What follows belongs to an exercise in optimizing a design on an open flow for small area and a short achievable clock period; a production flow would make more cautious choices.
Where RTL was checked, it was by simulation tests only, not by an equivalence proof against the original.
No functional check of the RTL was part of run 8.
Power is estimated from default activity; no workload was simulated.

==> flow/design.v <==
package mem_resp_pkg;
  localparam int unsigned MR_ADDR_W = 8;
  localparam int unsigned MR_DATA_W = 8;
  localparam int unsigned MR_DEPTH  = 200;
  localparam int unsigned MR_RD_LAT = 2;
  localparam int unsigned             MR_FILL_W   = 64;
  localparam logic [MR_FILL_W-1:0]    MR_OOR_FILL = '1;
endpackage
module mem_resp_pipe #(
  parameter int unsigned W      = 8,
  parameter int unsigned RD_LAT = 2
) (
  input  logic         clk,
  input  logic         rst_n,
  input  logic         i_valid,
  input  logic         i_err,
  input  logic [W-1:0] i_data,
  input  logic         i_side_err,
  output logic         o_valid,
  output logic         o_err,
  output logic [W-1:0] o_data
);
  logic [RD_LAT-1:0]        r_valid;
  logic [RD_LAT-1:0]        r_err;
  logic [RD_LAT-1:0][W-1:0] r_data;
  logic [RD_LAT:0]          w_valid;
  logic [RD_LAT:0]          w_err;
  logic [RD_LAT:0][W-1:0]   w_data;
  logic [RD_LAT-1:0]        w_err_nxt;
  assign w_valid = {r_valid, i_valid};
  assign w_err   = {r_err, i_err};
  assign w_data  = {r_data, i_data};
  assign w_err_nxt = (w_valid[RD_LAT-1:0] & w_err[RD_LAT-1:0]) |
                     (RD_LAT'(i_side_err) << (RD_LAT - 1));
  always_ff @(posedge clk or negedge rst_n) begin
    if (!rst_n) begin
      r_valid <= '0;
      r_err   <= '0;
      r_data  <= '0;
    end else begin
      r_valid <= w_valid[RD_LAT-1:0];
      r_err   <= w_err_nxt;
      for (int unsigned s = 0; s < RD_LAT; s++) begin
        if (w_valid[s]) r_data[s] <= w_data[s];
      end
    end
  end
  assign o_valid = r_valid[RD_LAT-1];
  assign o_err   = r_err[RD_LAT-1];
  assign o_data  = r_data[RD_LAT-1];
endmodule
module mem_responder #(
  parameter int unsigned ADDR_W = mem_resp_pkg::MR_ADDR_W,
  parameter int unsigned DATA_W = mem_resp_pkg::MR_DATA_W,
  parameter int unsigned DEPTH  = mem_resp_pkg::MR_DEPTH,
  parameter int unsigned RD_LAT = mem_resp_pkg::MR_RD_LAT
) (
  input  logic              clk,
  input  logic              rst_n,
  input  logic              enable,
  input  logic              read,
  input  logic [ADDR_W-1:0] addr,
  input  logic [DATA_W-1:0] wdata,
  output logic [DATA_W-1:0] data,
  output logic              data_valid,
  output logic              err
);
  localparam int unsigned       IDX_W = (DEPTH > 1) ? $clog2(DEPTH) : 1;
  localparam logic [DATA_W-1:0] FILL  = DATA_W'(mem_resp_pkg::MR_OOR_FILL);
  logic [DATA_W-1:0] r_mem [DEPTH];
  logic              w_in_range;
  logic [IDX_W-1:0]  w_idx;
  logic              w_wr_en;
  logic              w_rd_req;
  logic              w_wr_oor;
  logic [DATA_W-1:0] w_rd_data;
  assign w_in_range = 32'(addr) < DEPTH;
  assign w_idx      = IDX_W'(addr);
  assign w_wr_en    = enable & ~read & w_in_range;
  assign w_rd_req   = enable & read;
  assign w_wr_oor   = enable & ~read & ~w_in_range;
  assign w_rd_data  = w_in_range ? r_mem[w_idx] : FILL;
  always_ff @(posedge clk or negedge rst_n) begin
    if (!rst_n) begin
      for (int unsigned i = 0; i < DEPTH; i++) r_mem[i] <= '0;
    end else if (w_wr_en) begin
      r_mem[w_idx] <= wdata;
    end
  end
  mem_resp_pipe #(
    .W      (DATA_W),
    .RD_LAT (RD_LAT)
  ) u_pipe (
    .clk        (clk),
    .rst_n      (rst_n),
    .i_valid    (w_rd_req),
    .i_err      (~w_in_range),
    .i_data     (w_rd_data),
    .i_side_err (w_wr_oor),
    .o_valid    (data_valid),
    .o_err      (err),
    .o_data     (data)
  );
endmodule
==> flow/run.sh <==
#!/bin/bash
# synth_recipe.tcl (not shown) runs the flow's synth.tcl, then flattens the netlist and writes it again
# the make line also repeats each setting of config.mk as NAME=value (left out here)
make -C /OpenROAD-flow-scripts/flow DESIGN_CONFIG=/design/flow/config.mk WORK_HOME=/design/flow/orfs CLKGATE_MAP_FILE= SYNTH_SCRIPT=/design/flow/synth_recipe.tcl finish
==> flow/config.mk <==
export PLATFORM = sky130hd
export DESIGN_NAME = mem_responder
export DESIGN_NICKNAME = mem_responder
export VERILOG_FILES = /design/flow/design.v
export SDC_FILE = /design/flow/constraint.sdc
export NUM_CORES = 4
export LEC_CHECK = 0
export CAP_MARGIN = 20
export CORE_MARGIN = 2
export CORE_UTILIZATION = 40
export SLEW_MARGIN = 20
==> flow/constraint.sdc <==
create_clock -name core_clock -period 6.0 [get_ports {clk}]
set_input_delay 1.2000 -clock core_clock [delete_from_list [all_inputs] [get_ports {clk}]]
set_output_delay 1.2000 -clock core_clock [all_outputs]
set_load 0.01 [all_outputs]
==> impl_metrics.json, run 1 <==
{
  "rsz0062_at_grt": "false",
  "syn_nets": 5635,
  "io_buffers": 29,
  "clk_path_buf_depth": 3,
  "clock_skew_ns": 0.03122,
  "cap_violations": 0,
  "synth-xor-area-share_pct": 0.01193,
  "cts_root_buf": "clkbuf_16",
  "seq_area_sq_um": 40540,
  "die_h_microns": 432.4,
  "clock-sinks": 1620,
  "grt_pass1_vias": 56770,
  "drtPass1Iterations": 7,
  "cts_buffers": 181,
  "postCtsHoldBufs": 0,
  "worst_path_most_repeated_cell": "buf_4",
  "syn_to_final_growth_pct": 17.46,
  "drive_gt1_share_pct": 42.22,
  "hpwl_microns": 324900,
  "synth_edf_count": 0,
  "yosysSeqAreaShare_pct": 55.22,
  "worst_pin_slew_ns": 1.380,
  "fp-row-count": 157,
  "synth_cells": 5615,
  "synth_top_area_cell": "dfrtp_1",
  "setup_ws_ns": 0.9394,
  "critPathArrivalTime_ns": 5.77,
  "hold_class": "in -> async",
  "holdWs_ns": 0.2792,
  "grt_pass1_wl_microns": 590500,
  "overflow": 0,
  "synth.area.mux_share_pct": 24.72,
  "pre_cts_ws_ns": 0.4092,
  "fmax_mhz": 197.6,
  "async_flop_share_pct": 100.0,
  "synth.distinct_cells": 83,
  "vias": 61410,
  "startpoint_type": "input pin",
  "path_max_fanout": 22,
  "dominantRegCellSynth": "dfrtp_1",
  "drt_iter0_drc": 10640,
  "cts_resized": 0,
  "clock_latency_ns": 0.90,
  "synthSimpleGateAreaFrac_pct": 7.039,
  "fin_nets": 5949,
  "cp.required_ns": 6.71,
  "setup_viol": 0,
  "drtAntennaViolNets": 0,
  "ys_ff_latch": 1620,
  "fp.dieW_microns": 432.4,
  "crit_type": "in -> reg",
  "antenna_found_initial": 74,
  "synth_top_area_share_pct": 55.22,
  "htreeDepth": 4,
  "status": "no timing/DRC/antenna violations",
  "clkTransAtPathRegs_ns": 0.06,
  "grtUsageTotal_pct": 48.71,
  "start_util_pct": 40.19,
  "syn_area_sq_um": 73410,
  "synth_compound_area_share_pct": 9.892,
  "synth_area_leaders": "dfrtp_1 (55%), mux2_2 (24%), a22oi_1 (3.8%), a32oi_1 (1.7%), nand3_1 (1.5%)",
  "drc": 0,
  "nFillCells": 16520,
  "synth_fa_ha_area_share_pct": 0,
  "crit_slowest_cell": "a22oi_1",
  "layout_min_cycle_time_ns": 5.061,
  "yosysMostFrequentCell": "dfrtp_1",
  "globalplace.congestion": 1.081,
  "io_pins": 30,
  "fin_crit_sh_pct": 84.34,
  "drv_slew": 0,
  "synth_top_family_by_area": "multiplexers",
  "ys_top_cells_by_count": "dfrtp_1 (1,620), mux2_2 (1,564), a22oi_1 (367)",
  "critPathMaxStageDelay_ns": 0.97,
  "multi_input_area_sq_um": 30970,
  "avgSynthCellArea_sq_um": 13.07,
  "routedWlPerCell_microns": 54.11,
  "crit_chain": "buf_2 -> buf_4 -> or4b_2 -> buf_12 -> nor2_1 -> buf_4 -> a22oi_1 -> nand4_1 -> nor4_1 -> a41oi_1",
  "ir_worst_vdd_v": 0.0002530,
  "finalWirelength_microns": 460600,
  "hold_viol": 0,
  "grt_max_degree": 165,
  "vias_per_cell": 7.214,
  "setup_tns_ns": 0,
  "fp.dieArea_sq_um": 187000,
  "cp-end-kind": "register",
  "slew_headroom_pct": 8.022,
  "core_sq_um": 182700,
  "cts_tree": "yes",
  "cts_setup_buffers": 0,
  "powerDensity_nw_per_um2": 282.3,
  "yosysWarnings": 3,
  "leakage_nw": 41.15
}
[through the flow]
step                instances  util, %  total power, mW  cell area (sq um)
floorplan                5615        -            12.10              73410
global placement         8123    43.83            13.02              80060
CTS                      8457    47.11            24.25              86070
finish                   8512    47.20            24.35              86230
detailed placement       8127    43.87            13.05              80150
global route             8464    47.14            24.80              86110
[critical path: cells and delay by family]
| family | cells | cell delay, ns |
|---|---|---|
| AOI/OAI and AO/OA | 2 | 1.19 |
| buffers and inverters | 4 | 1.27 |
| and+or+nand+nor | 4 | 2.05 |
[state kept, by name (all words and copies together), names as in the netlist]
signal,cells
u_pipe.r_valid,2
u_pipe.r_err,2
u_pipe.r_data,16
r_mem,1600
[where the power goes]
part | leakage, nW | total, mW | internal (mW) | switching [mW]
logic | 15.7 | 1.52 | 0.406 | 1.11
registers | 22.5 | 11.4 | 11.2 | 0.207
clock network | 2.92 | 11.4 | 6.41 | 5.02
total | 41.1 | 24.3 | 18.0 | 6.34
[cell usage in the layout (no fill, tap or decap), types with 47 or more instances in the layout]
cell / n
and3_1: 69
clkbuf_8: 50
nand2_1: 208
nor2_1: 110
o22ai_1: 134
mux2_2: 1564
a21oi_1: 72
a22oi_1: 367
nor4_1: 47
a22o_1: 63
diode_2: 51
buf_12: 72
clkbuf_1: 55
nand3_1: 211
clkbuf_16: 182
nand4_1: 79
buf_4: 515
a32oi_1: 141
dfrtp_1: 1620
[cell type report]
| cell class | count | share of cell area [%] |
|---|---|---|
| flip-flops and latches | 1620 | 47.01 |
| multi-input cells | 3502 | 35.92 |
| repair buffers | 620 | 6.573 |
| clock buffers | 280 | 6.207 |
| well taps | 2385 | 3.460 |
| clock inverters | 50 | 0.6660 |
| diodes | 51 | 0.1480 |
| inverters | 4 | 0.01741 |
[cell families (layout without fill, tap and decap cells)]
logic type,Yosys count,count (layout)
compound gates,958,958
simple gates,931,931
mux,1612,1612
buf+inv,493,954
xor+xnor,1,1
other cells,0,51
flops,1620,1620
[metal layers]
metal  GRT usage (%)  share of wire, %
met4           37.13               9.2
met5               0             0.085
met1           60.81                37
met2           65.48                40
met3           21.59                14
[worst paths after layout]
kind,startpoint,to,cells past startpoint,slack [ns]
worst max-delay path,addr[5],u_pipe.r_data[4],10,0.94
worst min-delay path,rst_n,r_mem[149][1],1,0.28
worst max register to register,r_mem[83][6],u_pipe.r_data[6],6,2.63
worst min register to register,u_pipe.r_err[0],u_pipe.r_err[1],2,0.48
max in group asynchronous,rst_n,r_mem[19][5],2,4.02
min in group core_clock,u_pipe.r_err[0],u_pipe.r_err[1],2,0.48
==> run 2: changes to the inputs <==
==> flow/design.v (replaced) <==
package mem_resp_pkg;
  localparam int unsigned MR_ADDR_W = 8;
  localparam int unsigned MR_DATA_W = 8;
  localparam int unsigned MR_DEPTH  = 200;
  localparam int unsigned MR_RD_LAT = 2;
  localparam int unsigned             MR_FILL_W   = 64;
  localparam logic [MR_FILL_W-1:0]    MR_OOR_FILL = '1;
endpackage
module mem_resp_pipe;
endmodule
module mem_responder #(
  parameter int unsigned ADDR_W = mem_resp_pkg::MR_ADDR_W,
  parameter int unsigned DATA_W = mem_resp_pkg::MR_DATA_W,
  parameter int unsigned DEPTH  = mem_resp_pkg::MR_DEPTH
) (
  input  logic              clk,
  input  logic              rst_n,
  input  logic              enable,
  input  logic              read,
  input  logic [ADDR_W-1:0] addr,
  input  logic [DATA_W-1:0] wdata,
  output logic [DATA_W-1:0] data,
  output logic              data_valid,
  output logic              err
);
  localparam logic [DATA_W-1:0] FILL = DATA_W'(mem_resp_pkg::MR_OOR_FILL);
  logic [ADDR_W-1:0] r_addr;
  logic [DATA_W-1:0] r_wdata;
  logic              r_wr;
  logic              r_rd;
  logic              r_clr;
  logic              w_in_range;
  assign w_in_range = 32'(addr) < DEPTH;
  always_ff @(posedge clk) begin
    r_addr  <= addr;
    r_wdata <= wdata;
  end
  always_ff @(posedge clk or negedge rst_n) begin
    if (!rst_n) begin
      r_wr <= 1'b0;
      r_rd <= 1'b0;
    end else begin
      r_wr <= enable & ~read & w_in_range;
      r_rd <= enable & read;
    end
  end
  always_ff @(posedge clk or negedge rst_n) begin
    if (!rst_n) r_clr <= 1'b1;
    else        r_clr <= 1'b0;
  end
  logic [DATA_W-1:0] r_mem [DEPTH];
  logic [DATA_W-1:0] w_wd;
  assign w_wd = r_clr ? '0 : r_wdata;
  for (genvar b = 0; b < DEPTH; b++) begin : g_mem
    always_ff @(posedge clk) begin
      if (r_clr || (r_wr && r_addr == ADDR_W'(b))) r_mem[b] <= w_wd;
    end
  end
  logic              w_rd_in_range;
  logic [DATA_W-1:0] w_rd_data;
  assign w_rd_in_range = 32'(r_addr) < DEPTH;
  assign w_rd_data     = w_rd_in_range ? r_mem[r_addr] : FILL;
  logic              r_valid;
  logic              r_err;
  logic [DATA_W-1:0] r_data;
  always_ff @(posedge clk or negedge rst_n) begin
    if (!rst_n) begin
      r_valid <= 1'b0;
      r_err   <= 1'b0;
      r_data  <= '0;
    end else begin
      r_valid <= r_rd;
      r_err   <= (r_rd & ~w_rd_in_range) | (enable & ~read & ~w_in_range);
      if (r_rd) r_data <= w_rd_data;
    end
  end
  assign data       = r_data;
  assign data_valid = r_valid;
  assign err        = r_err;
endmodule
==> run 2 against run 1 <==
- via count is 18% lower
- global-route usage is 6.0 points lower
- routed wire length is 24% lower
- sequential share of layout area is 19 points higher
- area after synthesis is 14% lower
- largest cell class unchanged
- still clean on timing, DRC and antenna
- synthesized cell count is 26% lower
- clock skew is 0.0057 ns higher
- register-to-register slack worse by 1.8 ns
==> impl_metrics.json, run 2 <==
{
  "cts_buffers": 170,
  "finalWirelength_microns": 351200,
  "vias": 50370,
  "largest_reg_flops": 1600,
  "cts_root_buf": "clkbuf_16",
  "regMostFlops": "r_mem",
  "ys_ff_latch": 1629,
  "die_h_microns": 402.2,
  "holdWs_ns": 0.4540,
  "drtAntennaViolNets": 0,
  "whs_path_depth": 1,
  "fp.dieArea_sq_um": 161800,
  "grt_pass1_vias": 44360,
  "routedWlPerCell_microns": 53.79,
  "dominantRegCellSynth": "edfxtp_1",
  "globalplace.congestion": 1.101,
  "grtUsageTotal_pct": 42.66,
  "clk_path_buf_depth": 3,
  "critPathArrivalTime_ns": 5.91,
  "fp.dieW_microns": 402.2,
  "yosysMostFrequentCell": "edfxtp_1",
  "ir_worst_vdd_v": 0.0003306,
  "nFillCells": 13490,
  "rrSetupSlack_ns": 0.80,
  "drive_gt1_share_pct": 17.25,
  "min_to": "r_data[1]",
  "yosysWarnings": 2,
  "status": "no timing/DRC/antenna violations",
  "cap_violations": 0,
  "synth_cells": 4143,
  "synth_top_area_cell": "edfxtp_1",
  "setup_ws_ns": 0.8013,
  "layout_min_cycle_time_ns": 5.199,
  "postCtsHoldBufs": 0,
  "crit_type": "reg -> reg",
  "cts_resized": 0,
  "fp-row-count": 146,
  "syn_area_sq_um": 63440,
  "cp-end-kind": "register",
  "clock_skew_ns": 0.03690,
  "cp.required_ns": 6.71,
  "cts_tree": "yes",
  "syn_nets": 4163,
  "drt_iter0_drc": 12340,
  "fin_nets": 4316,
  "setup_viol": 0,
  "rsz0062_at_grt": "false",
  "synth_area_leaders": "edfxtp_1 (76%), nand3_1 (5.7%), a22oi_1 (4.5%), nand4_1 (1.9%), o21bai_1 (1.9%)",
  "grt_pass1_wl_microns": 450400,
  "io_buffers": 29,
  "fin_crit_sh_pct": 86.64,
  "clock-sinks": 1629,
  "utilization_pct": 47.00,
  "reg2regPathDepth": 8,
  "drtPass1Iterations": 10,
  "leakage_nw": 23.53,
  "powerDensity_nw_per_um2": 358.9,
  "async_flop_share_pct": 0.7980,
  "antenna_found_initial": 32,
  "ys_top_cells_by_count": "edfxtp_1 (1,600), nand3_1 (725), a22oi_1 (381)",
  "synth_edf_count": 1600,
  "path_max_fanout": 43,
  "drc": 0,
  "yosysSeqAreaShare_pct": 76.75,
  "overflow": 0,
  "fmax_mhz": 192.4,
  "hp-start": "r_mem[0][1]",
  "worst_pin_slew_ns": 1.364,
  "synth_top_area_share_pct": 75.74,
  "layout_common_cells": "edfxtp_1 (1,600), nand3_1 (723), a22oi_1 (380)",
  "hold_viol": 0,
  "startpoint_type": "register",
  "layout_commonest_cell": "edfxtp_1",
  "avgSynthCellArea_sq_um": 15.31,
  "dp.cells": 6185,
  "drv_slew": 0,
  "pre_cts_ws_ns": 1.171,
  "grt_max_degree": 201,
  "htreeDepth": 4,
  "start_util_pct": 40.15,
  "io_pins": 30,
  "slew_headroom_pct": 8.253,
  "core_sq_um": 158000,
  "synth.distinct_cells": 69,
  "hold_class": "reg -> reg",
  "vias_per_cell": 7.715,
  "r2r_start": "r_addr[0]",
  "clock_latency_ns": 0.87,
  "hpwl_microns": 221800,
  "layout.cells.non_filler": 6528,
  "r2r-end": "r_data[4]",
  "setup_tns_ns": 0,
  "syn_to_final_growth_pct": 17.07,
  "clkTransAtPathRegs_ns": 0.06,
  "cts_setup_buffers": 0
}
==> run 2: changes by cell type after synthesis, moves of 59 or more <==
cell | before | now
dfrtp_1 | 1620 | 12
edfxtp_1 | 0 | 1600
mux2_2 | 1564 | 1
nand2_1 | 219 | 72
and3_1 | 69 | 4
nor2_1 | 117 | 41
nand4_1 | 79 | 192
buf_2 | 158 | 52
a32oi_1 | 141 | 7
a22o_1 | 63 | 4
o21bai_1 | 0 | 160
nand3_1 | 219 | 725
==> run 2: worst max-delay path by stage <==
stage                        endpoint  slack, ns  cells after the start       from
after global placement      r_data[6]       0.62                      9  r_addr[0]
after detailed placement    r_data[4]       1.17                      8  r_addr[0]
after CTS                   r_data[4]       1.13                      8  r_addr[0]
after floorplan           r_mem[0][0]      -0.79                      3      r_clr
after global routing        r_data[6]       1.08                      9  r_addr[0]
final                       r_data[4]       0.80                      8  r_addr[0]
==> run 2: where the power goes <==
part / leakage [nW] / internal [mW] / switching, mW
registers: 15.7 / 13.5 / 0.460
clock network: 2.69 / 6.06 / 4.74
logic: 5.13 / 0.354 / 1.52
total: 23.5 / 19.9 / 6.72
==> run 2: kinds of logic (layout without fill, tap and decap cells) <==
group	count (synthesis)	in the layout	synth area share (%)
compound gates	903	903	10.27
buf+inv	387	680	2.422
flops	1629	1629	76.75
mux	4	4	0.06509
other cells	1	21	0.005911
simple gates	1219	1219	10.49
==> run 2: routing by layer <==
metal | routed length, microns | track usage, % | vias up
met3 | 69510 | 26.31 | 1593
li1 | - | - | 17270
met5 | 752 | 1.279 | -
met4 | 35060 | 31.34 | 34
met1 | 111500 | 50.22 | 25000
met2 | 134400 | 55.98 | 6470
==> run 2: layout make-up <==
type | count | area [sq um] | area share, %
sequential | 1629 | 48710 | 65.58
inverter | 2 | 7.507 | 0.01011
clock buffer | 208 | 4439 | 5.977
tap | 2072 | 2592 | 3.491
multi-input combinational | 2127 | 14050 | 18.92
clock inverter | 104 | 1079 | 1.452
antenna | 20 | 50.05 | 0.06739
timing repair buffer | 366 | 3346 | 4.505
==> run 2: critical path: stages (launching register included) <==
cell and delay (ns):
dfxtp_2 1.08, buf_4 0.36, nor2_1 0.17, nand2_1 0.88, nor2_1 0.26, a2111oi_1 1.05, nand3b_1 0.36, nor4_1 0.71
o2bb2ai_1 0.15
==> run 2: through the flow <==
step | cell area (sq um) | total power, mW
after floorplan | 63440 | 14.58
after global placement | 68390 | 15.83
after detailed placement | 68480 | 15.84
after CTS | 74000 | 26.30
after global routing | 74220 | 26.86
final | 74270 | 26.66
==> run 3: changes to the inputs <==
--- a/flow/design.v
+++ b/flow/design.v
@@ -26,12 +26,17 @@
   localparam logic [DATA_W-1:0] FILL = DATA_W'(mem_resp_pkg::MR_OOR_FILL);
-  logic [ADDR_W-1:0] r_addr;
+  localparam int unsigned       NCOL = 16;
+  localparam int unsigned       NROW = (DEPTH + NCOL - 1) / NCOL;
+  logic w_in_range, w_wr_req, w_rd_req;
+  assign w_in_range = 32'(addr) < DEPTH;
+  assign w_wr_req   = enable & ~read;
+  assign w_rd_req   = enable & read;
+  logic [NCOL-1:0]   r_col;      
+  logic [NROW-1:0]   r_row;      
+  logic [NROW-1:0]   r_row_wr;   
   logic [DATA_W-1:0] r_wdata;
-  logic              r_wr;
   logic              r_rd;
-  logic              r_clr;
-  logic              w_in_range;
-  assign w_in_range = 32'(addr) < DEPTH;
+  logic              r_oor;      
   always_ff @(posedge clk) begin
-    r_addr  <= addr;
-    r_wdata <= wdata;
+    for (int unsigned i = 0; i < NROW; i++) r_row[i] <= addr[7:4] == 4'(i);
+    r_oor <= ~w_in_range;
   end
@@ -39,25 +44,32 @@
     if (!rst_n) begin
-      r_wr <= 1'b0;
-      r_rd <= 1'b0;
+      r_col    <= '1;
+      r_row_wr <= '1;
+      r_wdata  <= '0;
+      r_rd     <= 1'b0;
     end else begin
-      r_wr <= enable & ~read & w_in_range;
-      r_rd <= enable & read;
+      for (int unsigned j = 0; j < NCOL; j++) r_col[j] <= addr[3:0] == 4'(j);
+      for (int unsigned i = 0; i < NROW; i++) r_row_wr[i] <= w_wr_req & (addr[7:4] == 4'(i));
+      r_wdata  <= wdata;
+      r_rd     <= w_rd_req;
     end
   end
-  always_ff @(posedge clk or negedge rst_n) begin
-    if (!rst_n) r_clr <= 1'b1;
-    else        r_clr <= 1'b0;
-  end
   logic [DATA_W-1:0] r_mem [DEPTH];
-  logic [DATA_W-1:0] w_wd;
-  assign w_wd = r_clr ? '0 : r_wdata;
   for (genvar b = 0; b < DEPTH; b++) begin : g_mem
     always_ff @(posedge clk) begin
-      if (r_clr || (r_wr && r_addr == ADDR_W'(b))) r_mem[b] <= w_wd;
+      if (r_row_wr[b / NCOL] & r_col[b % NCOL]) r_mem[b] <= r_wdata;
     end
   end
-  logic              w_rd_in_range;
+  logic [DATA_W-1:0] w_row_data [NROW];
   logic [DATA_W-1:0] w_rd_data;
-  assign w_rd_in_range = 32'(r_addr) < DEPTH;
-  assign w_rd_data     = w_rd_in_range ? r_mem[r_addr] : FILL;
+  always_comb begin
+    for (int unsigned i = 0; i < NROW; i++) begin
+      w_row_data[i] = '0;
+      for (int unsigned j = 0; j < NCOL; j++)
+        if (i * NCOL + j < DEPTH)
+          w_row_data[i] = w_row_data[i] | ({DATA_W{r_col[j]}} & r_mem[i * NCOL + j]);
+    end
+    w_rd_data = r_oor ? FILL : '0;
+    for (int unsigned i = 0; i < NROW; i++)
+      w_rd_data = w_rd_data | ({DATA_W{r_row[i]}} & w_row_data[i]);
+  end
   logic              r_valid;
@@ -72,3 +84,3 @@
       r_valid <= r_rd;
-      r_err   <= (r_rd & ~w_rd_in_range) | (enable & ~read & ~w_in_range);
+      r_err   <= (r_rd & r_oor) | (w_wr_req & ~w_in_range);
       if (r_rd) r_data <= w_rd_data;
--- a/flow/config.mk
+++ b/flow/config.mk
@@ -9,3 +9,5 @@
 export CORE_MARGIN = 2
-export CORE_UTILIZATION = 40
+export CORE_UTILIZATION = 65
+export PLACE_DENSITY_LB_ADDON = 0.1
+export SETUP_SLACK_MARGIN = 3.0
 export SLEW_MARGIN = 20
==> run 3 against run 2 <==
- final cell count down 31%
- area after synthesis down 4.1%
- setup slack better by 2.1 ns
- die area down 41%
- critical path depth down 2
- sequential power down 8%
- register-to-register slack better by 2.1 ns
- highest routed layer unchanged
- combinational power down 62%
- still clean on timing, DRC and antenna
==> impl_metrics.json, run 3 <==
{
  "io_buffers": 29,
  "path_max_fanout": 71,
  "critical-path-top-delay-family": "compound AO/OA/AOI/OAI gates",
  "ir_worst_vdd_v": 0.0002715,
  "synth_top_area_share_pct": 78.95,
  "layout_commonest_cell": "edfxtp_1",
  "slew_headroom_pct": 24.41,
  "grt_pass1_wl_microns": 216200,
  "routedWlPerCell_microns": 33.80,
  "cp.required_ns": 6.62,
  "cts_buffers": 156,
  "rrSetupSlack_ns": 2.94,
  "hold_viol": 0,
  "fin_nets": 3162,
  "reg2regPathDepth": 6,
  "clk_path_buf_depth": 3,
  "grtUsageTotal_pct": 31.51,
  "die_h_microns": 310.0,
  "clock_skew_ns": 0.02820,
  "yosysMostFrequentCell": "edfxtp_1",
  "cts_tree": "yes",
  "clock-sinks": 1662,
  "holdWs_ns": 0.5900,
  "vias_per_cell": 7.247,
  "hp-start": "r_data[2]",
  "drtAntennaViolNets": 0,
  "drv_slew": 0,
  "min_to": "r_data[2]",
  "regMostFlops": "r_mem",
  "synth_edf_count": 1600,
  "whs_path_depth": 2,
  "crit_type": "reg -> reg",
  "dominantRegCellSynth": "edfxtp_1",
  "antenna_found_initial": 3,
  "critPathMaxStageDelay_ns": 0.67,
  "rsz0062_at_grt": "true",
  "route.met3.wl_microns": 17080,
  "fp-row-count": 112,
  "post-route-cell-area_sq_um": 67000,
  "powerDensity_nw_per_um2": 342.9,
  "yosysWarnings": 3,
  "io_pins": 30,
  "syn_nets": 3155,
  "topRoutingLayerUsed": "met5",
  "ys_top_cells_by_count": "edfxtp_1 (1,600), a22o_1 (392), a221oi_1 (388)",
  "fp.dieArea_sq_um": 96090,
  "synth_top_area_cell": "edfxtp_1",
  "r2r-end": "r_data[3]",
  "start_util_pct": 65.40,
  "layout_min_cycle_time_ns": 3.059,
  "clkTransAtPathRegs_ns": 0.07,
  "grt_pass1_vias": 31540,
  "fp.dieW_microns": 310.0,
  "overflow": 0,
  "finalWirelength_microns": 152900,
  "fmax_mhz": 326.9,
  "hpwl_microns": 84620,
  "vias": 32790,
  "globalplace.congestion": 0.8523,
  "top_regs": "r_mem x1600, r_col x16",
  "worst_pin_slew_ns": 1.134,
  "synth_area_leaders": "edfxtp_1 (79%), a22o_1 (5.6%), a221oi_1 (5.6%), and2_1 (2.1%), dfstp_2 (1.3%)",
  "layout_common_cells": "edfxtp_1 (1,600), a22o_1 (392), a221oi_1 (373)",
  "largest_reg_flops": 1600,
  "crit_chain": "buf_12 -> a22o_1 -> a221oi_1 -> nand4_1 -> a221oi_2 -> a31oi_1",
  "drt_iter0_drc": 5423,
  "status": "no timing/DRC/antenna violations",
  "ys_ff_latch": 1662,
  "drive_gt1_share_pct": 10.46,
  "drtPass1Iterations": 9,
  "cp-end-kind": "register",
  "syn_to_final_growth_pct": 10.09,
  "leakage_nw": 20.86,
  "async_flop_share_pct": 2.888,
  "cap_violations": 0,
  "startpoint_type": "register",
  "cts_root_buf": "clkbuf_16",
  "critPathArrivalTime_ns": 3.68,
  "syn_area_sq_um": 60860,
  "dpl_cell_area_sq_um": 61650,
  "setup_tns_ns": 0,
  "drc": 0,
  "cp.buffers_inverters": 1,
  "wl_met1_microns": 58350,
  "wl_met2_microns": 72420,
  "htreeDepth": 4,
  "avgSynthCellArea_sq_um": 19.41,
  "synth.distinct_cells": 26,
  "crit_slowest_cell": "dfstp_4",
  "hold_class": "reg -> reg",
  "core_sq_um": 93050,
  "fin_crit_sh_pct": 50.98,
  "setup_viol": 0,
  "synth_cells": 3135,
  "clock_latency_ns": 0.77,
  "grt_max_degree": 201,
  "yosysSeqAreaShare_pct": 81.44,
  "r2r_start": "r_col[2]"
}
## run 3: logic make-up after synthesis
kind of cell	Yosys count	share of synthesized area, %
and+or+nand+nor	384	3.742
DFF	1662	81.44
AOI/OAI and AO/OA	857	12.34
buffers and inverters	232	2.477
## run 3: how the worst max path moves through the flow
stage,startpoint,end,cells past startpoint
6_report,r_col[2],r_data[3],6
5_1_grt,r_col[2],r_data[1],6
4_1_cts,r_col[8],r_data[4],7
3_5_place_dp,r_col[1],r_data[4],8
3_3_place_gp,r_col[1],r_data[4],8
2_1_floorplan,addr[5],r_row_wr[4],4
## run 3: stage by stage
step,utilization [%],instances,power [mW],setup WS [ns]
2_1_floorplan,-,3135,13.44,3.899
3_3_place_gp,66.26,4225,13.78,2.556
3_5_place_dp,66.26,4225,13.80,2.540
4_1_cts,71.79,4519,23.02,2.962
5_1_grt,72.00,4524,23.51,2.977
6_report,72.00,4525,22.97,2.941
## run 3: per-layer routing
layer / GRT usage [%] / vias to the layer above
met3: 5.667 / 279
met4: 11.29 / 2
met2: 48.79 / 2227
li1: - / 13400
met5: 0 / -
met1: 45.95 / 16880
## run 3: final cells by class
class / instances / area (sq um)
tap: 1254 / 1569
fill: 5466 / 26050
clock inverter: 73 / 480.5
timing repair buffer: 81 / 985.9
multi-input combinational: 1241 / 9931
antenna: 1 / 2.502
sequential: 1662 / 49660
clock buffer: 213 / 4369
## run 3: timing repair
item / in CTS / in global routing
hold buffers: 0 / 0
pin swaps: 1 / 3
gates resized for setup: 36 / 17
setup buffers: 8 / 5
hold endpoints to repair: 0 / 0
endpoints found under the setup margin: 23 / 8
## run 3: where the power goes
| part | internal, mW | switching, mW | total [mW] |
|---|---|---|---|
| clock network | 5.31 | 4.06 | 9.37 |
| registers | 12.8 | 0.136 | 12.9 |
| logic | 0.216 | 0.495 | 0.711 |
## run 3: worst reg2reg max path: stages, from the launching register on
cell and delay [ns]:
dfstp_4 0.67, buf_12 0.35, a22o_1 0.42, a221oi_1 0.40
nand4_1 0.33, a221oi_2 0.61, a31oi_1 0.16
==> run 4: changes to the inputs <==
--- a/flow/config.mk
+++ b/flow/config.mk
@@ -11,3 +11,3 @@
 export PLACE_DENSITY_LB_ADDON = 0.1
-export SETUP_SLACK_MARGIN = 3.0
+export SETUP_SLACK_MARGIN = 3.5
 export SLEW_MARGIN = 20
==> run 4 against run 3 <==
- still clean on timing, DRC and antenna
- routed wire length up 13%
- critical path depth is 1 higher
- register-to-register slack improved by 0.41 ns
- worst hold slack gained 0.014 ns
- global-route usage is 4.6 points higher
- via count up 4.7%
- area after synthesis unchanged
- final area grew 3.6%
- synthesized cell count unchanged
- critical endpoint is now r_data[0]
- highest routed layer unchanged
==> impl_metrics.json, run 4 <==
{
  "yosysSeqAreaShare_pct": 81.44,
  "hpwl_microns": 84620,
  "avgSynthCellArea_sq_um": 19.41,
  "rsz0062_at_grt": "true",
  "cp.required_ns": 6.60,
  "synth_fa_ha_area_share_pct": 0,
  "ys_ff_latch": 1662,
  "status": "no timing/DRC/antenna violations",
  "cp-end-kind": "register",
  "vias_per_cell": 7.432,
  "syn_area_sq_um": 60860,
  "cts_root_buf": "clkbuf_16",
  "dpl_cell_area_sq_um": 61650,
  "powerDensity_nw_per_um2": 334.4,
  "io_buffers": 29,
  "crit_chain": "buf_12 -> buf_12 -> a22o_1 -> a221oi_2 -> nand4_1 -> a222oi_1 -> a31oi_1",
  "crit_slowest_cell": "a222oi_1",
  "antenna_found_initial": 9,
  "core_sq_um": 93050,
  "fp-row-count": 112,
  "drt_iter0_drc": 6172,
  "yosysMostFrequentCell": "edfxtp_1",
  "clk_path_buf_depth": 3,
  "fin_crit_sh_pct": 44.20,
  "drv_slew": 0,
  "critical-path-top-delay-family": "compound AO/OA/AOI/OAI gates",
  "drtPass1Iterations": 7,
  "start_util_pct": 65.40,
  "synth_cells": 3135,
  "vias": 34320,
  "post-route-cell-area_sq_um": 69390,
  "synth_top_area_cell": "edfxtp_1",
  "synthSimpleGateAreaFrac_pct": 3.742,
  "path_max_fanout": 4,
  "utilization_pct": 74.57,
  "drc": 0,
  "largest_reg_flops": 1600,
  "fp.dieW_microns": 310.0,
  "io_pins": 30,
  "r2r_start": "r_col[11]",
  "finalWirelength_microns": 172400,
  "clock_skew_ns": 0.02830,
  "drtAntennaViolNets": 0,
  "grt_pass1_wl_microns": 241300,
  "worst_pin_slew_ns": 1.153,
  "cp.depth": 7,
  "syn_to_final_growth_pct": 14.02,
  "synth_top_area_share_pct": 78.95,
  "cts_tree": "yes",
  "layout_min_cycle_time_ns": 2.652,
  "syn_nets": 3155,
  "ys_top_cells_by_count": "edfxtp_1 (1,600), a22o_1 (392), a221oi_1 (388)",
  "whs_path_depth": 2,
  "clock_latency_ns": 0.77,
  "top_regs": "r_mem x1600, r_col x16",
  "regMostFlops": "r_mem",
  "fin_nets": 3250,
  "synth_area_leaders": "edfxtp_1 (79%), a22o_1 (5.6%), a221oi_1 (5.6%), and2_1 (2.1%), dfstp_2 (1.3%)",
  "startpoint_type": "register",
  "rrSetupSlack_ns": 3.35,
  "synth.distinct_cells": 26,
  "htreeDepth": 4,
  "grt_max_degree": 201,
  "leakage_nw": 21.88,
  "globalplace.congestion": 0.8523,
  "slew_headroom_pct": 23.17,
  "crit_type": "reg -> reg",
  "cp.buffers_inverters": 2,
  "hp-start": "r_oor",
  "clock-sinks": 1662,
  "grt_pass1_vias": 33230,
  "synth-xor-area-share_pct": 0,
  "setup_viol": 0,
  "worst_path_most_repeated_cell": "buf_12",
  "yosysWarnings": 3,
  "cap_violations": 0,
  "overflow": 0,
  "critPathMaxStageDelay_ns": 0.78,
  "routedWlPerCell_microns": 37.34,
  "critPathArrivalTime_ns": 3.25,
  "ir_worst_vdd_v": 0.0002668,
  "reg2regPathDepth": 7,
  "synth_compound_area_share_pct": 12.34,
  "drive_gt1_share_pct": 16.38,
  "synth_edf_count": 1600,
  "hold_class": "reg -> reg",
  "dominantRegCellSynth": "edfxtp_1",
  "grtUsageTotal_pct": 36.13,
  "layout_commonest_cell": "edfxtp_1",
  "cts_buffers": 156,
  "async_flop_share_pct": 2.888,
  "hold_viol": 0,
  "fp.dieArea_sq_um": 96090,
  "fmax_mhz": 377.1,
  "die_h_microns": 310.0,
  "min_to": "r_err",
  "synth.area.mux_share_pct": 0,
  "clkTransAtPathRegs_ns": 0.07,
  "synth_top_family_by_area": "compound AO/OA/AOI/OAI gates",
  "setup_tns_ns": 0,
  "layout_common_cells": "edfxtp_1 (1,600), a22o_1 (388), a221oi_1 (277)",
  "r2r-end": "r_data[0]"
}
[run 4: cell counts after synthesis]
Identical to the previous run, type by type.
[run 4: cells by family (layout without fill, tap and decap cells)]
logic type,Yosys count,in the layout
AO/OA/AOI/OAI,857,857
other,0,6
AND/OR/NAND/NOR,384,384
buffers and inverters,232,455
flip-flops,1662,1662
[run 4: how the worst max path moves through the flow]
| stage | from | to | slack, ns |
|---|---|---|---|
| finish | r_col[11] | r_data[0] | 3.35 |
| global route | r_col[13] | r_data[5] | 3.35 |
| CTS | r_data[3] | data[3] | 3.38 |
| detailed placement | r_col[1] | r_data[4] | 2.54 |
| global placement | r_col[1] | r_data[4] | 2.56 |
| floorplan | addr[5] | r_row_wr[4] | 3.90 |
[run 4: routing by layer]
layer | part of all wire (%) | up-vias | wire [microns] | GRT usage, %
met3 | 14 | 433 | 23780 | 9.644
met4 | 4.3 | 2 | 7335 | 15.16
met2 | 46 | 2792 | 79590 | 54.35
met5 | 0.0075 | - | 13 | 0
met1 | 36 | 17490 | 61720 | 50.93
li1 | - | 13600 | - | -
[run 4: power breakdown]
part / switching (mW) / internal (mW)
registers: 0.106 / 12.8
clock network: 4.13 / 5.31
logic: 0.609 / 0.295
[run 4: layout make-up]
type / instances / area, sq um
diodes: 6 / 15.01
flip-flops and latches: 1662 / 49660
multi-input cells: 1241 / 10750
clock inverters: 73 / 480.5
repair buffers: 169 / 2545
fillers: 5169 / 23660
well taps: 1254 / 1569
clock buffers: 213 / 4369
[run 4: timing repair]
| item | in CTS | in global routing |
|---|---|---|
| endpoints found under the hold margin | 0 | 0 |
| setup endpoints to repair | 538 | 16 |
| gates resized for setup | 231 | 36 |
| pin swaps | 50 | 15 |
| gates cloned | 10 | 0 |
| setup buffers | 83 | 8 |
| hold buffers | 0 | 0 |
[run 4: per-stage QoR]
stage	instances	setup WS [ns]	total power, mW	hold WS (ns)
floorplan	3135	3.899	13.44	0.3519
global placement	4225	2.556	13.78	0.5842
detailed placement	4225	2.540	13.80	0.5846
CTS	4604	3.383	23.16	0.6088
global route	4614	3.355	23.68	0.6237
finish	4618	3.348	23.21	0.6043
[run 4: tightest hold or removal path: cells and delay by family (launching register included)]
kind,cells,cell delay [ns]
AO/OA/AOI/OAI,1,0.15
flip-flops,1,0.30
AND/OR/NAND/NOR,1,0.05
==> run 5: changes to the inputs <==
--- a/flow/config.mk
+++ b/flow/config.mk
@@ -7,2 +7,3 @@
 export LEC_CHECK = 0
+export ABC_CLOCK_PERIOD_IN_PS = 2500
 export CAP_MARGIN = 20
@@ -10,4 +11,6 @@
 export CORE_UTILIZATION = 65
+export CTS_BUF_LIST = sky130_fd_sc_hd__clkbuf_8
+export CTS_CLUSTER_SIZE = 20
 export PLACE_DENSITY_LB_ADDON = 0.1
-export SETUP_SLACK_MARGIN = 3.5
+export SETUP_SLACK_MARGIN = 3.0
 export SLEW_MARGIN = 20
==> run 5 against run 4 <==
- routed wire length is 11% lower
- combinational power is 21% lower
- register-to-register slack worse by 0.42 ns
- worst hold slack worse by 0.14 ns
==> impl_metrics.json, run 5 <==
{
  "status": "no timing/DRC/antenna violations",
  "startpoint_type": "register",
  "setup_ws_ns": 2.930,
  "fin_crit_sh_pct": 51.17,
  "grtUsageTotal_pct": 31.68,
  "rsz0062_at_grt": "false",
  "yosysWarnings": 3,
  "layout_min_cycle_time_ns": 3.070,
  "top_regs": "r_mem x1600, r_col x16",
  "pre_cts_ws_ns": 2.540,
  "postCtsHoldBufs": 0,
  "synth_compound_area_share_pct": 12.34,
  "drive_gt1_share_pct": 12.47,
  "syn_to_final_growth_pct": 9.398,
  "grt_max_degree": 201,
  "async_flop_share_pct": 2.888,
  "antenna_found_initial": 5,
  "fin_nets": 3246,
  "path_max_fanout": 53,
  "syn_area_sq_um": 60860,
  "routedWlPerCell_microns": 32.89,
  "use_met1_pct": 45.79,
  "fp-row-count": 112,
  "worst_pin_slew_ns": 1.119,
  "largest_reg_flops": 1600,
  "drt_iter0_drc": 5096,
  "regMostFlops": "r_mem",
  "drtAntennaViolNets": 0,
  "critPathArrivalTime_ns": 3.78,
  "busiest_layer": "met2",
  "ys_top_cells_by_count": "edfxtp_1 (1,600), a22o_1 (392), a221oi_1 (388)",
  "vias": 33100,
  "synth_top_area_share_pct": 78.95,
  "synth.area.mux_share_pct": 0,
  "synth_area_leaders": "edfxtp_1 (79%), a22o_1 (5.6%), a221oi_1 (5.6%), and2_1 (2.1%), dfstp_2 (1.3%)",
  "cp-end-kind": "register",
  "synth-xor-area-share_pct": 0,
  "cp.required_ns": 6.71,
  "synth_top_area_cell": "edfxtp_1",
  "fmax_mhz": 325.7,
  "hpwl_microns": 84620,
  "avgSynthCellArea_sq_um": 19.41,
  "grt_pass1_vias": 32140,
  "grt_pass1_wl_microns": 217500,
  "drc": 0,
  "core_sq_um": 93050,
  "clock_skew_ns": 0.02800,
  "globalplace.congestion": 0.8523,
  "cts_tree": "yes",
  "yosysMostFrequentCell": "edfxtp_1",
  "hold_class": "in -> async",
  "start_util_pct": 65.40,
  "io_pins": 30,
  "synth_cells": 3135,
  "clock_latency_ns": 0.89,
  "setup_viol": 0,
  "fp.dieW_microns": 310.0,
  "grt.met2_usage_pct": 49.71,
  "synth_top_family_by_area": "compound AO/OA/AOI/OAI gates",
  "layout_common_cells": "edfxtp_1 (1,600), a22o_1 (392), a221oi_1 (374)",
  "die_h_microns": 310.0,
  "dominantRegCellSynth": "edfxtp_1",
  "leakage_nw": 21.11,
  "synth_fa_ha_area_share_pct": 0,
  "clkTransAtPathRegs_ns": 0.07,
  "vias_per_cell": 7.075,
  "cts_root_buf": "clkbuf_8",
  "drv_slew": 0,
  "overflow": 0,
  "setup_tns_ns": 0,
  "drtPass1Iterations": 8,
  "ir_worst_vdd_v": 0.0002789,
  "layout_commonest_cell": "edfxtp_1",
  "synth.distinct_cells": 26,
  "synthSimpleGateAreaFrac_pct": 3.742,
  "crit_type": "reg -> reg",
  "cts_buffers": 239,
  "powerDensity_nw_per_um2": 328.4,
  "cap_violations": 0,
  "htreeDepth": 4,
  "ys_ff_latch": 1662,
  "hold_viol": 0,
  "yosysSeqAreaShare_pct": 81.44,
  "slew_headroom_pct": 25.42,
  "clock-sinks": 1662,
  "use_met3_pct": 5.701,
  "clk_path_buf_depth": 3,
  "finalWirelength_microns": 153900,
  "io_buffers": 29,
  "synth_edf_count": 1600,
  "syn_nets": 3155,
  "fp.dieArea_sq_um": 96090
}
[run 5: cell counts after synthesis]
No cell type changed its count.
[run 5: worst max-delay path, stage by stage, from the launching register on]
cell      delay [ns]
dfstp_4         0.64
buf_8           0.26
a22o_1          0.30
a221oi_1        0.36
nand4_1         0.29
a221oi_1        0.45
and3_2          0.33
a31oi_1         0.11
[run 5: logic make-up (layout without fill, tap and decap cells)]
kind of cell / after synthesis / in the layout
compound gates: 857 / 857
flops: 1662 / 1662
other cells: 0 / 1
buf+inv: 232 / 520
simple gates: 384 / 384
[run 5: path summary, 6_finish.rpt]
kind / start / slack [ns] / cells past startpoint / end
max: r_col[8] / 2.93 / 7 / r_data[0]
min: rst_n / 0.47 / 2 / r_wdata[5]
max reg2reg: r_col[8] / 2.93 / 7 / r_data[0]
min reg2reg: r_data[2] / 0.59 / 2 / r_data[2]
max in group asynchronous: rst_n / 4.86 / 2 / r_data[0]
min in group core_clock: r_data[2] / 0.59 / 2 / r_data[2]
[run 5: stage by stage]
step / power [mW] / cell area (sq um) / utilization (%) / std cells / hold WS [ns]
floorplan: 13.44 / 60870 / - / 3135 / 0.3519
global placement: 13.78 / 61650 / 66.26 / 4225 / 0.5842
detailed placement: 13.80 / 61650 / 66.26 / 4225 / 0.5846
CTS: 21.88 / 66410 / 71.37 / 4673 / 0.4641
global route: 22.43 / 66580 / 71.55 / 4678 / 0.4871
finish: 21.86 / 66580 / 71.55 / 4678 / 0.4682
[run 5: power breakdown]
| part | switching [mW] | internal (mW) |
|---|---|---|
| clock network | 4.09 | 4.18 |
| logic | 0.498 | 0.212 |
| registers | 0.135 | 12.8 |
[run 5: final cells by class]
type                       count  area, sq um
timing repair buffer          82        982.2
clock buffer                 264         3633
fill                        5619        26470
clock inverter               174        808.3
antenna                        1        2.502
tap                         1254         1569
sequential                  1662        49660
multi-input combinational   1241         9925
[run 5: what timing repair did]
item                       4_1_cts  5_1_grt
gates resized for setup         38       16
setup endpoints to repair       33        9
buffers inserted                10        4
pin swaps                        1        1
[run 5: per-layer routing]
metal | vias up | part of all wire, %
met5 | - | 0
met2 | 2270 | 48
li1 | 13580 | -
met4 | 0 | 2.9
met3 | 274 | 11
met1 | 16970 | 38
==> run 6: changes to the inputs <==
--- a/flow/config.mk
+++ b/flow/config.mk
@@ -7,3 +7,2 @@
 export LEC_CHECK = 0
-export ABC_CLOCK_PERIOD_IN_PS = 2500
 export CAP_MARGIN = 20
@@ -11,6 +10,6 @@
 export CORE_UTILIZATION = 65
-export CTS_BUF_LIST = sky130_fd_sc_hd__clkbuf_8
-export CTS_CLUSTER_SIZE = 20
+export CTS_CLUSTER_DIAMETER = 150
+export CTS_CLUSTER_SIZE = 30
 export PLACE_DENSITY_LB_ADDON = 0.1
-export SETUP_SLACK_MARGIN = 3.0
+export SETUP_SLACK_MARGIN = 3.5
 export SLEW_MARGIN = 20
==> run 6 against run 5 <==
- still clean on timing, DRC and antenna
- synthesized cell count did not move
- clock-buffer cell count fell by 150
- sequential cell count did not move
- via count fell by 0.40%
- final area fell by 0.87%
- utilization fell by 0.62 points
- final cell count fell by 5.3%
- largest power group unchanged
==> impl_metrics.json, run 6 <==
{
  "drtAntennaViolNets": 0,
  "cts_tree": "yes",
  "drtPass1Iterations": 6,
  "vias_per_cell": 7.439,
  "utilization_pct": 70.93,
  "routedWlPerCell_microns": 36.85,
  "drt_iter0_drc": 5829,
  "setup_viol": 0,
  "largest_reg_flops": 1600,
  "htreeDepth": 2,
  "clk_path_buf_depth": 3,
  "cp-end-kind": "register",
  "grt_pass1_vias": 31640,
  "dominantRegCellSynth": "edfxtp_1",
  "top_regs": "r_mem x1600, r_col x16",
  "powerDensity_nw_per_um2": 288.1,
  "fin_crit_sh_pct": 44.22,
  "synth_area_leaders": "edfxtp_1 (79%), a22o_1 (5.6%), a221oi_1 (5.6%), and2_1 (2.1%), dfstp_2 (1.3%)",
  "antenna_cells": 0,
  "clkTransAtPathRegs_ns": 0.11,
  "cts_buffers": 61,
  "min_to": "r_err",
  "clock_latency_ns": 0.71,
  "async_flop_share_pct": 2.888,
  "start_util_pct": 65.40,
  "drive_gt1_share_pct": 12.56,
  "regMostFlops": "r_mem",
  "r2r_start": "r_col[11]",
  "route.met3.wl_microns": 20450,
  "crit_type": "reg -> reg",
  "slew_headroom_pct": 22.67,
  "syn_area_sq_um": 60860,
  "overflow": 0,
  "syn_nets": 3155,
  "avgSynthCellArea_sq_um": 19.41,
  "antenna_found_initial": 2,
  "synth_top_area_share_pct": 78.95,
  "worst_pin_slew_ns": 1.160,
  "startpoint_type": "register",
  "io_pins": 30,
  "hp-start": "r_oor",
  "path_max_fanout": 14,
  "topRoutingLayerUsed": "met5",
  "cts_root_buf": "clkbuf_16",
  "cap_violations": 0,
  "syn_to_final_growth_pct": 8.444,
  "fp-row-count": 112,
  "fin_nets": 3144,
  "grt_max_degree": 201,
  "whs_path_depth": 2,
  "fp.dieW_microns": 310.0,
  "hpwl_microns": 84620,
  "drc": 0,
  "die_h_microns": 310.0,
  "finalWirelength_microns": 163300,
  "hold_class": "reg -> reg",
  "io_buffers": 29,
  "rsz0062_at_grt": "true",
  "postCtsHoldBufs": 0,
  "critPathArrivalTime_ns": 3.21,
  "wl_met2_microns": 77420,
  "fp.dieArea_sq_um": 96090,
  "worstSetupStartpoint": "r_col[11]",
  "ys_top_cells_by_count": "edfxtp_1 (1,600), a22o_1 (392), a221oi_1 (388)",
  "layout_commonest_cell": "edfxtp_1",
  "drv_slew": 0,
  "grt_pass1_wl_microns": 230000,
  "globalplace.congestion": 0.8523,
  "clock-sinks": 1662,
  "hold_viol": 0,
  "cp.required_ns": 6.56,
  "yosysSeqAreaShare_pct": 81.44,
  "r2r-end": "r_data[5]",
  "yosysMostFrequentCell": "edfxtp_1",
  "layout_common_cells": "edfxtp_1 (1,600), a22o_1 (387), a221oi_1 (275)",
  "vias": 32960,
  "ir_worst_vdd_v": 0.0002409,
  "layout_min_cycle_time_ns": 2.653,
  "wl_met1_microns": 60160,
  "reg2regPathDepth": 8,
  "ys_ff_latch": 1662,
  "fmax_mhz": 376.9,
  "clock_skew_ns": 0.03547,
  "rrSetupSlack_ns": 3.35,
  "core_sq_um": 93050,
  "synth.distinct_cells": 26,
  "status": "no timing/DRC/antenna violations",
  "synth_cells": 3135,
  "setup_tns_ns": 0,
  "leakage_nw": 20.24,
  "grtUsageTotal_pct": 34.03,
  "synth_edf_count": 1600,
  "yosysWarnings": 3,
  "synth_top_area_cell": "edfxtp_1"
}
run 6: cell counts after synthesis:
Identical to the previous run, type by type.
run 6: how the worst max path moves through the flow:
stage               slack, ns     endpoint
floorplan                3.90  r_row_wr[4]
global placement         2.56    r_data[4]
detailed placement       2.54    r_data[4]
CTS                      3.43      data[6]
global route             3.36    r_data[5]
finish                   3.35    r_data[5]
run 6: cell families (layout without fill, tap and decap cells):
family	Yosys count	count (layout)	share of synthesized area, %
buffers and inverters	232	274	2.477
flip-flops	1662	1662	81.44
AO/OA/AOI/OAI	857	857	12.34
AND/OR/NAND/NOR	384	384	3.742
run 6: what timing repair did:
item                       CTS  global route
setup buffers               78             7
setup endpoints to repair  546            16
gates cloned                 5             0
gates resized for setup    205            55
pin swaps                   35            33
run 6: critical path, stage by stage, from the launching register on:
cell and delay, ns:
dfstp_4 0.51, buf_4 0.16, buf_12 0.15, a22o_1 0.23, a221oi_1 0.52, nand4_1 0.19, a22oi_1 0.30, and3_4 0.32
a31oi_2 0.11
run 6: stage by stage:
stage	setup WS [ns]	area [sq um]	hold slack, ns	std cells	total power [mW]
3_3_place_gp	2.556	61650	0.5842	4225	13.78
5_1_grt	3.362	66000	0.6187	4431	19.41
4_1_cts	3.429	65580	0.6095	4424	18.95
3_5_place_dp	2.540	61650	0.5846	4225	13.80
6_report	3.347	66000	0.6139	4431	19.02
2_1_floorplan	3.899	60870	0.3519	3135	13.44
run 6: layout make-up:
class                           instances  area [sq um]
Fill cell                            5559         27050
Clock inverter                          2         28.78
Sequential cell                      1662         49660
Clock buffer                          114          1768
Tap cell                             1254          1569
Multi-Input combinational cell       1241         10740
Timing Repair Buffer                  158          2230
run 6: routing by layer:
layer / up-vias / track usage [%]
met4: 2 / 9.976
met3: 263 / 6.900
li1: 13280 / -
met5: - / 0
met1: 17080 / 49.37
met2: 2341 / 53.36
run 6: report_power, final:
group          internal [mW]  switching (mW)  leakage (nW)
registers               12.7           0.101          15.0
logic                  0.283           0.593          4.37
clock network           2.02            3.28         0.851
==> run 7: changes to the inputs <==
--- a/flow/config.mk
+++ b/flow/config.mk
@@ -9,6 +9,6 @@
 export CORE_MARGIN = 2
-export CORE_UTILIZATION = 65
+export CORE_UTILIZATION = 72
 export CTS_CLUSTER_DIAMETER = 150
 export CTS_CLUSTER_SIZE = 30
-export PLACE_DENSITY_LB_ADDON = 0.1
+export PLACE_DENSITY_LB_ADDON = 0.08
 export SETUP_SLACK_MARGIN = 3.5
==> run 7 against run 6 <==
- sequential cell count unchanged
- first-iteration DRC count up 0.60%
- register-to-register slack gained 0.04 ns
- fmax grew 1.3%
- critical path depth decreased by 1
- via count increased by 2.9%
- largest power group unchanged
- largest cell class unchanged
- die area fell by 9.6%
- routed wire length fell by 0.17%
- critical path type unchanged
- sequential share of layout area increased by 0.088 points
- final cell count is 2.7% lower
==> impl_metrics.json, run 7 <==
{
  "largest_reg_flops": 1600,
  "crit_slowest_cell": "dfstp_4",
  "clock-sinks": 1662,
  "multi_input_area_sq_um": 10880,
  "async_flop_share_pct": 2.888,
  "vias_per_cell": 7.861,
  "cts_root_buf": "clkbuf_16",
  "synth.distinct_cells": 26,
  "grt_pass1_vias": 31740,
  "startpoint_type": "register",
  "crit_chain": "buf_4 -> buf_6 -> a221oi_1 -> nand4_1 -> a22oi_1 -> and3_4 -> a31oi_1",
  "top_regs": "r_mem x1600, r_col x16",
  "setup_tns_ns": 0,
  "globalplace.congestion": 0.8838,
  "io_pins": 30,
  "critPathMaxStageDelay_ns": 0.56,
  "core_sq_um": 83690,
  "vias": 33910,
  "holdWs_ns": 0.6056,
  "yosysWarnings": 3,
  "status": "no timing/DRC/antenna violations",
  "syn_to_final_growth_pct": 8.316,
  "regMostFlops": "r_mem",
  "fin_nets": 3143,
  "worst_pin_slew_ns": 1.102,
  "io_buffers": 29,
  "drc": 0,
  "yosysMostFrequentCell": "edfxtp_1",
  "routedWlPerCell_microns": 37.79,
  "powerDensity_nw_per_um2": 288.1,
  "fp.dieArea_sq_um": 86870,
  "clk_path_buf_depth": 3,
  "layout_min_cycle_time_ns": 2.618,
  "hold_class": "reg -> reg",
  "htreeDepth": 2,
  "layout_commonest_cell": "edfxtp_1",
  "layout_common_cells": "edfxtp_1 (1,600), a22o_1 (387), a221oi_1 (257)",
  "seq_area_sq_um": 49660,
  "rsz0062_at_grt": "true",
  "cts_buffers": 61,
  "clkTransAtPathRegs_ns": 0.12,
  "slew_headroom_pct": 26.50,
  "cap_violations": 0,
  "fmax_mhz": 382.0,
  "fin_crit_sh_pct": 43.63,
  "grt_pass1_wl_microns": 227500,
  "drtPass1Iterations": 6,
  "synth_top_area_cell": "edfxtp_1",
  "start_util_pct": 72.72,
  "antenna_found_initial": 9,
  "finalWirelength_microns": 163000,
  "avgSynthCellArea_sq_um": 19.41,
  "ys_top_cells_by_count": "edfxtp_1 (1,600), a22o_1 (392), a221oi_1 (388)",
  "path_max_fanout": 27,
  "leakage_nw": 20.27,
  "hpwl_microns": 83970,
  "overflow": 0,
  "hold_viol": 0,
  "setup_viol": 0,
  "cts_tree": "yes",
  "ir_worst_vdd_v": 0.0002728,
  "nFillCells": 4158,
  "synth_edf_count": 1600,
  "rrSetupSlack_ns": 3.38,
  "yosysSeqAreaShare_pct": 81.44,
  "synth_top_area_share_pct": 78.95,
  "cp-end-kind": "register",
  "fp-row-count": 106,
  "drt_iter0_drc": 5864,
  "synth_area_leaders": "edfxtp_1 (79%), a22o_1 (5.6%), a221oi_1 (5.6%), and2_1 (2.1%), dfstp_2 (1.3%)",
  "grtUsageTotal_pct": 37.15,
  "cp.required_ns": 6.58,
  "synth_cells": 3135,
  "power_mw": 18.99,
  "syn_nets": 3155,
  "ys_ff_latch": 1662,
  "clock_skew_ns": 0.02546,
  "drv_slew": 0,
  "grt_max_degree": 201,
  "clock_latency_ns": 0.71,
  "dominantRegCellSynth": "edfxtp_1",
  "crit_type": "reg -> reg",
  "drtAntennaViolNets": 0,
  "critPathArrivalTime_ns": 3.19,
  "fp.dieW_microns": 294.7,
  "syn_area_sq_um": 60860,
  "die_h_microns": 294.7,
  "drive_gt1_share_pct": 13.10
}
[run 7: what timing repair did]
action,in CTS,in global routing
setup endpoints to repair,159,16
setup buffers,68,5
cloned,3,6
hold buffers,0,0
pin swaps,38,48
resized for setup,205,80
endpoints found under the hold margin,0,0
[run 7: final timing paths]
| check | to | from | cells past startpoint |
|---|---|---|---|
| worst min register to register | r_err | r_oor | 2 |
| worst max register to register | r_data[2] | r_col[14] | 7 |
| min in group asynchronous | r_wdata[6] | rst_n | 2 |
| worst min-delay path | r_err | r_oor | 2 |
| worst max-delay path | r_data[2] | r_col[14] | 7 |
| max in group asynchronous | r_data[5] | rst_n | 2 |
[run 7: stage by stage]
stage	std cells	worst slack [ns]	utilization, %	cell area, sq um
floorplan	3135	3.899	-	60870
global placement	4111	2.867	73.54	61550
detailed placement	4111	2.819	73.54	61550
CTS	4298	3.436	77.95	65230
global route	4311	3.402	78.76	65910
finish	4313	3.382	78.77	65920
[run 7: power by group]
part	total [mW]	switching [mW]	internal, mW
clock	5.26	3.24	2.02
combinational	0.881	0.602	0.280
sequential	12.8	0.109	12.7
[run 7: cell type report]
class,instances,share of cell area [%]
Clock buffer,114,2.682
Tap cell,1134,2.152
Multi-Input combinational cell,1241,16.50
Sequential cell,1662,75.33
Antenna cell,3,0.01139
Timing Repair Buffer,157,3.272
Clock inverter,2,0.04366
[run 7: cell families after synthesis]
| group | share of synthesized area, % |
|---|---|
| buf+inv | 2.477 |
| simple gates | 3.742 |
| compound gates | 12.34 |
| flops | 81.44 |
[run 7: routing by layer]
metal / wire [microns] / global-route usage, % / up-vias
li1: - / - / 13270
met1: 57030 / 55.32 / 17220
met2: 74810 / 55.62 / 2997
met3: 24280 / 8.310 / 401
met4: 6814 / 12.87 / 10
met5: 73 / 0 / -
[run 7: worst max-delay path, delay by kind of cell (launching register included)]
family	cells	cell delay [ns]
simple gates	2	0.49
flops	1	0.56
buf+inv	2	0.51
compound gates	3	0.90
==> run 8: changes to the inputs <==
--- a/flow/design.v
+++ b/flow/design.v
@@ -32,8 +32,11 @@
   assign w_rd_req   = enable & read;
-  logic [NCOL-1:0]   r_col;      
-  logic [NROW-1:0]   r_row;      
-  logic [NROW-1:0]   r_row_wr;   
+  logic [NCOL-1:0]   r_col;       
+  logic [NCOL-1:0]   r_col_n;     
+  logic [NROW-1:0]   r_row;       
+  logic [NROW-1:0]   r_row_wr;    
+  logic [NROW-1:0]   r_row_wr_n;  
   logic [DATA_W-1:0] r_wdata;
   logic              r_rd;
-  logic              r_oor;      
+  logic              r_oor;       
+  logic              r_ph;        
   always_ff @(posedge clk) begin
@@ -44,11 +47,21 @@
     if (!rst_n) begin
-      r_col    <= '1;
-      r_row_wr <= '1;
-      r_wdata  <= '0;
-      r_rd     <= 1'b0;
+      r_col      <= '1;
+      r_col_n    <= '0;
+      r_row_wr   <= '1;
+      r_row_wr_n <= '0;
+      r_wdata    <= '0;
+      r_rd       <= 1'b0;
+      r_ph       <= 1'b0;
     end else begin
-      for (int unsigned j = 0; j < NCOL; j++) r_col[j] <= addr[3:0] == 4'(j);
-      for (int unsigned i = 0; i < NROW; i++) r_row_wr[i] <= w_wr_req & (addr[7:4] == 4'(i));
-      r_wdata  <= wdata;
-      r_rd     <= w_rd_req;
+      for (int unsigned j = 0; j < NCOL; j++) begin
+        r_col[j]   <= addr[3:0] == 4'(j);
+        r_col_n[j] <= addr[3:0] != 4'(j);
+      end
+      for (int unsigned i = 0; i < NROW; i++) begin
+        r_row_wr[i]   <= w_wr_req & (addr[7:4] == 4'(i));
+        r_row_wr_n[i] <= ~(w_wr_req & (addr[7:4] == 4'(i)));
+      end
+      r_wdata <= wdata;
+      r_rd    <= w_rd_req;
+      r_ph    <= ~r_ph;
     end
@@ -56,5 +69,10 @@
   logic [DATA_W-1:0] r_mem [DEPTH];
+  logic [DATA_W-1:0] w_wd;    
+  assign w_wd = r_wdata ^ {DATA_W{r_ph}};
   for (genvar b = 0; b < DEPTH; b++) begin : g_mem
+    logic w_we, w_hold;
+    assign w_we   = ~(r_row_wr_n[b / NCOL] | r_col_n[b % NCOL]);
+    assign w_hold = ~(r_row_wr[b / NCOL] & r_col[b % NCOL]);
     always_ff @(posedge clk) begin
-      if (r_row_wr[b / NCOL] & r_col[b % NCOL]) r_mem[b] <= r_wdata;
+      r_mem[b] <= ~(({DATA_W{w_we}} & w_wd) | ({DATA_W{w_hold}} & r_mem[b]));
     end
@@ -70,5 +88,6 @@
     end
-    w_rd_data = r_oor ? FILL : '0;
+    w_rd_data = '0;
     for (int unsigned i = 0; i < NROW; i++)
       w_rd_data = w_rd_data | ({DATA_W{r_row[i]}} & w_row_data[i]);
+    w_rd_data = r_oor ? FILL : (w_rd_data ^ {DATA_W{r_ph}});
   end
--- a/flow/config.mk
+++ b/flow/config.mk
@@ -9,6 +9,4 @@
 export CORE_MARGIN = 2
-export CORE_UTILIZATION = 72
-export CTS_CLUSTER_DIAMETER = 150
-export CTS_CLUSTER_SIZE = 30
-export PLACE_DENSITY_LB_ADDON = 0.08
+export CORE_UTILIZATION = 65
+export PLACE_DENSITY_LB_ADDON = 0.1
 export SETUP_SLACK_MARGIN = 3.5
==> run 8 against run 7 <==
- fmax down 13%
- clock skew is 0.0053 ns higher
- clock-buffer cell count rose by 134
- critical path type unchanged
- via count rose by 60%
- worst hold slack worse by 0.27 ns
- sequential power shrank 5%
- global-route usage rose by 12 points
- critical path depth is 1 higher
- clock power up 100%
==> impl_metrics.json, run 8 <==
{
  "cts_buffers": 159,
  "comb_power_share_pct": 7.0,
  "layout_commonest_cell": "a22oi_1",
  "syn_nets": 5327,
  "critPathArrivalTime_ns": 3.69,
  "drtPass1Iterations": 14,
  "grt_pass1_vias": 49380,
  "antenna_found_initial": 23,
  "p_clk_share_pct": 43.2,
  "hold_viol": 0,
  "vias_per_cell": 8.229,
  "pre_cts_ws_ns": 2.342,
  "cp-end-kind": "register",
  "layout_min_cycle_time_ns": 3.004,
  "yosysMostFrequentCell": "a22oi_1",
  "status": "no timing/DRC/antenna violations",
  "largest_reg_flops": 1600,
  "path_max_fanout": 15,
  "yosysSeqAreaShare_pct": 58.25,
  "ys_top_cells_by_count": "a22oi_1 (1,808), dfxtp_1 (1,614), a22o_1 (315)",
  "power_switching_mw": 5.863,
  "fmax_mhz": 332.9,
  "drc": 0,
  "synth_edf_count": 0,
  "fin_nets": 5272,
  "dpl_cell_area_sq_um": 59260,
  "ir_worst_vdd_v": 0.0002569,
  "cts_tree": "yes",
  "grt_pass1_wl_microns": 340700,
  "overflow": 0,
  "io_buffers": 29,
  "globalplace.congestion": 0.9614,
  "hold_class": "in -> async",
  "internal-power_mw": 18.37,
  "slew_headroom_pct": 21.19,
  "fp.dieW_microns": 305.0,
  "fp-row-count": 110,
  "drt_iter0_drc": 11970,
  "io_pins": 30,
  "regMostFlops": "r_mem",
  "syn_to_final_growth_pct": 16.46,
  "rrSetupSlack_ns": 3.00,
  "powerDensity_nw_per_um2": 353.4,
  "clock_skew_ns": 0.03077,
  "clkTransAtPathRegs_ns": 0.07,
  "drv_slew": 0,
  "grt_max_degree": 170,
  "seq_area_sq_um": 34370,
  "synth_top_area_cell": "dfxtp_1",
  "reg2regPathDepth": 8,
  "cap_violations": 0,
  "startpoint_type": "register",
  "finalWirelength_microns": 239400,
  "worstSetupStartpoint": "r_col[4]",
  "cts_root_buf": "clkbuf_16",
  "switching_share_pct": 24.20,
  "r2r-end": "r_data[2]",
  "syn_area_sq_um": 58880,
  "clock_latency_ns": 0.79,
  "htreeDepth": 4,
  "nFillCells": 5594,
  "r2r_start": "r_col[4]",
  "vias": 54170,
  "fin_crit_sh_pct": 50.07,
  "synth_cells": 5307,
  "synth_top_area_share_pct": 54.88,
  "start_util_pct": 65.51,
  "core_sq_um": 89870,
  "cp.required_ns": 6.68,
  "fp.dieArea_sq_um": 93000,
  "grtUsageTotal_pct": 48.88
}
## run 8: area by class of cell
| type | count | share of cell area [%] |
|---|---|---|
| Sequential cell | 1692 | 50.13 |
| Multi-Input combinational cell | 3132 | 34.24 |
| Clock buffer | 248 | 7.169 |
| Timing Repair Buffer | 236 | 5.350 |
| Tap cell | 1176 | 2.146 |
| Clock inverter | 45 | 0.7117 |
| Inverter | 31 | 0.1697 |
| Antenna cell | 23 | 0.08394 |
## run 8: routing by layer
layer | vias to the layer above | GRT usage, % | wire length [microns]
met5 | - | 0.4651 | 156
met4 | 26 | 32.18 | 19740
met3 | 1374 | 22.63 | 41930
met2 | 5457 | 65.84 | 93890
met1 | 26020 | 62.38 | 83690
li1 | 21300 | - | -
## run 8: worst max-delay path by stage
| stage | end | slack, ns | cells after the start |
|---|---|---|---|
| detailed placement | r_data[2] | 2.34 | 8 |
| global route | r_data[2] | 3.14 | 8 |
| finish | r_data[2] | 3.00 | 8 |
| global placement | r_data[2] | 2.29 | 8 |
| floorplan | r_row_wr_n[12] | 3.95 | 4 |
| CTS | r_data[3] | 3.24 | 8 |
## run 8: critical path: stages (launching register included)
cell and delay [ns]:
dfstp_4 0.56, buf_12 0.20, a22o_1 0.21, a221oi_2 0.25, nand4_1 0.34, a22oi_2 0.61
and4_4 0.39, nand4_1 0.10, and3b_1 0.24
## run 8: cells by family (layout without fill, tap and decap cells)
family	after synthesis	after routing	synth area share (%)
other	0	23	0
xor gates and xnor gates	8	10	0.1190
and+or+nand+nor	647	647	4.909
DFF	1692	1692	58.25
AOI/OAI and AO/OA	2475	2475	32.87
buffers and inverters	485	560	3.851
## run 8: power groups by stage
stage                     clock [mW]  combinational, mW  sequential (mW)
after floorplan                    0              0.881             12.1
after global placement             0               1.24             12.3
after detailed placement           0               1.27             12.3
after CTS                       10.4               1.54             12.0
after global routing            10.8               1.71             12.1
final                           10.5               1.69             12.1
## run 8: per-stage QoR
stage | util (%) | hold WS (ns) | std cells | power [mW]
after global placement | 65.91 | 0.4280 | 6113 | 13.53
final | 76.29 | 0.3382 | 6583 | 24.23
after CTS | 75.49 | 0.3110 | 6527 | 23.92
after global routing | 76.24 | 0.3331 | 6563 | 24.64
after floorplan | - | 0.3520 | 5307 | 12.98
after detailed placement | 65.94 | 0.4312 | 6114 | 13.56
## run 8: what timing repair did
item,CTS,global route
pin swaps,70,43
cloned,20,8
setup buffers,100,25
hold buffers,0,0
gates resized for setup,279,42
endpoints found under the setup margin,885,230

Re-timed with assumed drivers on the ports (clkbuf_16 on the clock, buf_2 on other inputs), run 8 has 2.996 ns of setup slack against 2.996 ns with ideal ports, and 2.996 ns once port delays also move by the mid clock arrival of 0.856 ns.
